This is an optimization exercise on Yosys and OpenROAD, whose aim is small area, not a production implementation.
Only simulation tests tie the RTL to the original design; equivalence was not proved.
Power and IR drop assume default switching activity.

run A:
## conv_sample_mem
module conv_sample_mem (
  input  logic                    clk,
  input  logic                    rst,
  input  logic                    ena,
  input  logic                    wr,
  input  logic                    rd,
  input  conv_mem_pkg::pix_addr_t addr,
  input  conv_mem_pkg::pixel_t    pixel,
  output conv_mem_pkg::window_t   window,
  output logic                    window_valid,
  output logic                    ack
);
Size: ~2,700 cells after synthesis, ~1,000 flip-flops, roughly 83 I/O pins.
clock: 6.0 ns
lec_check: 0
cap_margin: 20
core_margin: 2
core_utilization: 65
cts_cluster_diameter: 80
cts_cluster_size: 30
place_density: 0.8
setup_slack_margin: 0.25
slew_margin: 20
synth_hierarchical: 1
standard.sh (not shown) runs the stock make flow with config.mk's settings and CLKGATE_MAP_FILE= SYNTH_SCRIPT=/design/flow/synth_recipe.tcl, a recipe that flattens the netlist after the stock synthesis.
==> flow/flow/run.sh <==
#!/bin/bash
# The standard layout (standard synthesis unchanged), except that the
# port buffers are plain buf_1 cells instead of the delay buffer that
# buffer_ports picks by default, and that clock tree synthesis inserts no
# dummy loads (same clustering as config.mk's CTS_CLUSTER_* settings).
# make's full output goes to flow_make.log.
set -euo pipefail
cd "$(dirname "$0")/.."
bash standard.sh "BUFFER_PORTS_ARGS=-buffer_cell sky130_fd_sc_hd__buf_1" \
  "CTS_ARGS=-sink_clustering_enable -repair_clock_nets -sink_clustering_size 30 -sink_clustering_max_diameter 80 -dont_use_dummy_load" \
  finish > flow_make.log 2>&1
--- input diff run A..run B ---
# run A
export LEC_CHECK = 0
export CAP_MARGIN = 20
export CORE_MARGIN = 2
export CORE_UTILIZATION = 65
export CTS_CLUSTER_DIAMETER = 80
export CTS_CLUSTER_SIZE = 30
export PLACE_DENSITY = 0.8
export SETUP_SLACK_MARGIN = 0.25
export SLEW_MARGIN = 20
export SYNTH_HIERARCHICAL = 1
create_clock -name core_clock -period 6.0 [get_ports {clk}]
# run B
export LEC_CHECK = 0
export CAP_MARGIN = 5
export CORE_MARGIN = 2
export CORE_UTILIZATION = 65
export CTS_CLUSTER_DIAMETER = 80
export CTS_CLUSTER_SIZE = 30
export PLACE_DENSITY = 0.8
export SETUP_SLACK_MARGIN = 0.25
export SLEW_MARGIN = 5
export SYNTH_HIERARCHICAL = 1
create_clock -name core_clock -period 6.0 [get_ports {clk}]
==> flow/flow/run.sh <==
#!/bin/bash
# The standard layout (standard synthesis unchanged), except that the
# port buffers are plain buf_2 cells instead of the delay buffer that
# buffer_ports picks by default, and that clock tree synthesis inserts no
# dummy loads (same clustering as config.mk's CTS_CLUSTER_* settings).
# make's full output goes to flow_make.log.
set -euo pipefail
cd "$(dirname "$0")/.."
bash standard.sh "BUFFER_PORTS_ARGS=-buffer_cell sky130_fd_sc_hd__buf_2" \
  "CTS_ARGS=-sink_clustering_enable -repair_clock_nets -sink_clustering_size 30 -sink_clustering_max_diameter 80 -dont_use_dummy_load" \
  finish > flow_make.log 2>&1
Results
The flow did not stop early for run B: all stages ran, and the layout cleared the timing, design-rule and antenna checks. Run B vs run A: total power of the final layout down slightly. Taking run A as the reference, in run B number of vias per cell roughly the same, DRC marker count from the first detailed-route iteration lower, critical path depth higher, register share of total power higher. Post-route clock period utilization for run B is lower than for run A. In terms of net count of the mapped netlist, run A and run B differ only marginally. Of run B and run A, the run reporting the higher minimum setup slack in the final design was run B. Run B against run A: pin count of the biggest net entering global routing now sits higher, design area now sits at about the same level, met1 track utilization from global routing now sits higher.
Edits applied to the flow inputs when going from run B to run C:
# run B
export LEC_CHECK = 0
export CAP_MARGIN = 5
export CORE_MARGIN = 2
export CORE_UTILIZATION = 65
export CTS_CLUSTER_DIAMETER = 80
export CTS_CLUSTER_SIZE = 30
export PLACE_DENSITY = 0.8
export SETUP_SLACK_MARGIN = 0.25
export SLEW_MARGIN = 5
export SYNTH_HIERARCHICAL = 1
create_clock -name core_clock -period 6.0 [get_ports {clk}]
# run C
export LEC_CHECK = 0
export CAP_MARGIN = 20
export CORE_MARGIN = 2
export CORE_UTILIZATION = 65
export CTS_CLUSTER_DIAMETER = 80
export CTS_CLUSTER_SIZE = 30
export PLACE_DENSITY = 0.8
export SETUP_SLACK_MARGIN = 0.25
export SLEW_MARGIN = 20
export SYNTH_HIERARCHICAL = 1
create_clock -name core_clock -period 6.0 [get_ports {clk}]
==> flow/flow/run.sh <==
#!/bin/bash
# The standard layout (standard synthesis unchanged), except that the
# port buffers are plain buf_2 cells instead of the delay buffer that
# buffer_ports picks by default. make's full output goes to flow_make.log.
set -euo pipefail
cd "$(dirname "$0")/.."
bash standard.sh "BUFFER_PORTS_ARGS=-buffer_cell sky130_fd_sc_hd__buf_2" finish > flow_make.log 2>&1
[summary]
- Run C: PASS, flow complete, no timing, DRC or antenna violations
- For post-detailed-placement cell area, run B and run C come out practically identical.
- Of run C and run B, it is run C that has the higher switching share of power.
- Of run C and run B, it is run C that has the higher share of the core filled with cells.
- Re power: run C and run B aren't equal, and the lower value belongs to run B.
- Going from run B to run C, growth of design area from synthesis to finish has increased; clock group share of total power moved up.

* * *

red:
Starting RTL as in the previous note.
Settings: LEC_CHECK=0, CAP_MARGIN=20, CORE_MARGIN=2, CORE_UTILIZATION=65, CTS_CLUSTER_DIAMETER=80, CTS_CLUSTER_SIZE=30, PLACE_DENSITY=0.8, SETUP_SLACK_MARGIN=0.25, SLEW_MARGIN=20, SYNTH_HIERARCHICAL=1; clock period 6.0 ns.
==> flow/flow/run.sh <==
#!/bin/bash
# The standard layout (standard synthesis unchanged), except that the
# port buffers are plain buf_2 cells instead of the delay buffer that
# buffer_ports picks by default, and that clock tree synthesis uses clkbuf_8
# cells in smaller clusters (at most 18 sinks, 60 um) and inserts no dummy
# loads. make's full output goes to flow_make.log.
set -euo pipefail
cd "$(dirname "$0")/.."
bash standard.sh "BUFFER_PORTS_ARGS=-buffer_cell sky130_fd_sc_hd__buf_2" \
  "CTS_ARGS=-sink_clustering_enable -repair_clock_nets -sink_clustering_size 18 -sink_clustering_max_diameter 60 -buf_list sky130_fd_sc_hd__clkbuf_8 -dont_use_dummy_load" \
  finish > flow_make.log 2>&1
red completed end to end with timing, DRC and antenna clean.
Here is what was changed in the inputs of blue compared with red.
==> flow/flow/run.sh <==
#!/bin/bash
# The standard layout (standard synthesis unchanged), except that the
# port buffers are plain buf_2 cells instead of the delay buffer that
# buffer_ports picks by default, and that clock tree synthesis inserts no
# dummy loads (same clustering as config.mk's CTS_CLUSTER_* settings).
# make's full output goes to flow_make.log.
set -euo pipefail
cd "$(dirname "$0")/.."
bash standard.sh "BUFFER_PORTS_ARGS=-buffer_cell sky130_fd_sc_hd__buf_2" \
  "CTS_ARGS=-sink_clustering_enable -repair_clock_nets -sink_clustering_size 30 -sink_clustering_max_diameter 80 -dont_use_dummy_load" \
  finish > flow_make.log 2>&1
--- a/flow/config.mk
+++ b/flow/config.mk
@@ -10 +10 @@
-export CORE_UTILIZATION = 65
+export CORE_UTILIZATION = 60
@@ -13 +13 @@
-export PLACE_DENSITY = 0.8
+export PLACE_DENSITY = 0.75
Results
- When blue is measured against red, its total number of H-tree levels turns out 1 lower.
- Signed area change from the synthesized netlist to the final layout, red and blue: lower on red
- The CTS buffer count of blue is lower than that of red.
- In the metrics for red and blue, the one carrying the lower vertical die dimension is red.
- Buffer and inverter count on the worst path, red and blue, higher one = red.
- Per the comparison of blue with red, global router's overall resource usage shrank by 3.3 points; routed wire length per instance shrank by 0.96%; clock-buffer cell count shrank by 25; period utilization shrank by 1.1 points.
- red and blue ended up with nearly the same fraction of power consumed by combinational cells.
- Where total detailed-routing wirelength is concerned, red is outperformed by blue.
Modified inputs, green compared to blue
--- a/flow/config.mk
+++ b/flow/config.mk
@@ -10 +10 @@
-export CORE_UTILIZATION = 60
+export CORE_UTILIZATION = 65
@@ -13 +13 @@
-export PLACE_DENSITY = 0.75
+export PLACE_DENSITY = 0.8
==> run notes <==
- Final period demand of the worst path | green above blue
- blue vs green, worst-path cell with the longest stage delay: sky130_fd_sc_hd__dfxtp_1 vs sky130_fd_sc_hd__o22ai_1
- [compare] base=blue new=green: total count of hold-check failures in the final report flat; minimum setup slack in the final design shrank by 0.052 ns; final standard cell area without fillers fell about 0.4%.
--- input diff green..orange ---
==> flow/flow/run.sh <==
#!/bin/bash
# The standard layout (standard synthesis unchanged), except that the
# port buffers are plain buf_2 cells instead of the delay buffer that
# buffer_ports picks by default. make's full output goes to flow_make.log.
set -euo pipefail
cd "$(dirname "$0")/.."
bash standard.sh "BUFFER_PORTS_ARGS=-buffer_cell sky130_fd_sc_hd__buf_2" finish > flow_make.log 2>&1
--- a/flow/config.mk
+++ b/flow/config.mk
@@ -10 +10 @@
-export CORE_UTILIZATION = 65
+export CORE_UTILIZATION = 75
@@ -13 +13 @@
-export PLACE_DENSITY = 0.8
+export PLACE_DENSITY = 0.9
==> run notes <==
Measured against orange, the site row count of green comes out at 1.07 times the reference value. Est. power | orange vs green | orange higher. Summary: with green as the reference, number of signal-net buffers in the layout in orange moved up by a few percent. The total routed wire length on the met1 layer reported for orange is smaller than that of green by 3000 um. Highest routed metal layer: met5 -> orange, met4 -> green.

[what the ideal ports hide]
No port has a modelled driver above. Below, the same layouts with a new extraction and two added sets of constraints.
Step 1, drivers: a clkbuf_16 drives clk and a buf_2 each remaining input, both assumed.
Step 2, shift: input delay + t, output delay - t, t = (earliest + latest rising clock arrival at the registers) / 2. This alone moves slack from input paths to output paths.
Slacks: no drivers / after step 1 / after step 2; pairs: no drivers / after step 1.
| run | t (ns) | slack for setup (ns) | slew at the worst register clock pin (ns) | worst slew at a driven data input, ns |
|---|---|---|---|---|
| run A | 0.667 | 0.153 / 0.088 / 0.756 | 0.11 / 0.11 | 0.03 |
| run B | 0.670 | 0.168 / 0.105 / 0.776 | 0.11 / 0.11 | 0.03 |
| run C | 0.693 | 0.146 / 0.080 / 0.773 | 0.12 / 0.12 | 0.03 |
| red | 0.736 | 0.177 / 0.119 / 0.855 | 0.11 / 0.11 | 0.04 |
| blue | 0.673 | 0.246 / 0.179 / 0.853 | 0.11 / 0.11 | 0.04 |
| green | 0.674 | 0.194 / 0.129 / 0.803 | 0.12 / 0.12 | 0.03 |
| orange | 0.682 | 0.156 / 0.093 / 0.775 | 0.11 / 0.11 | 0.04 |
After both steps every run listed still meets setup and hold.
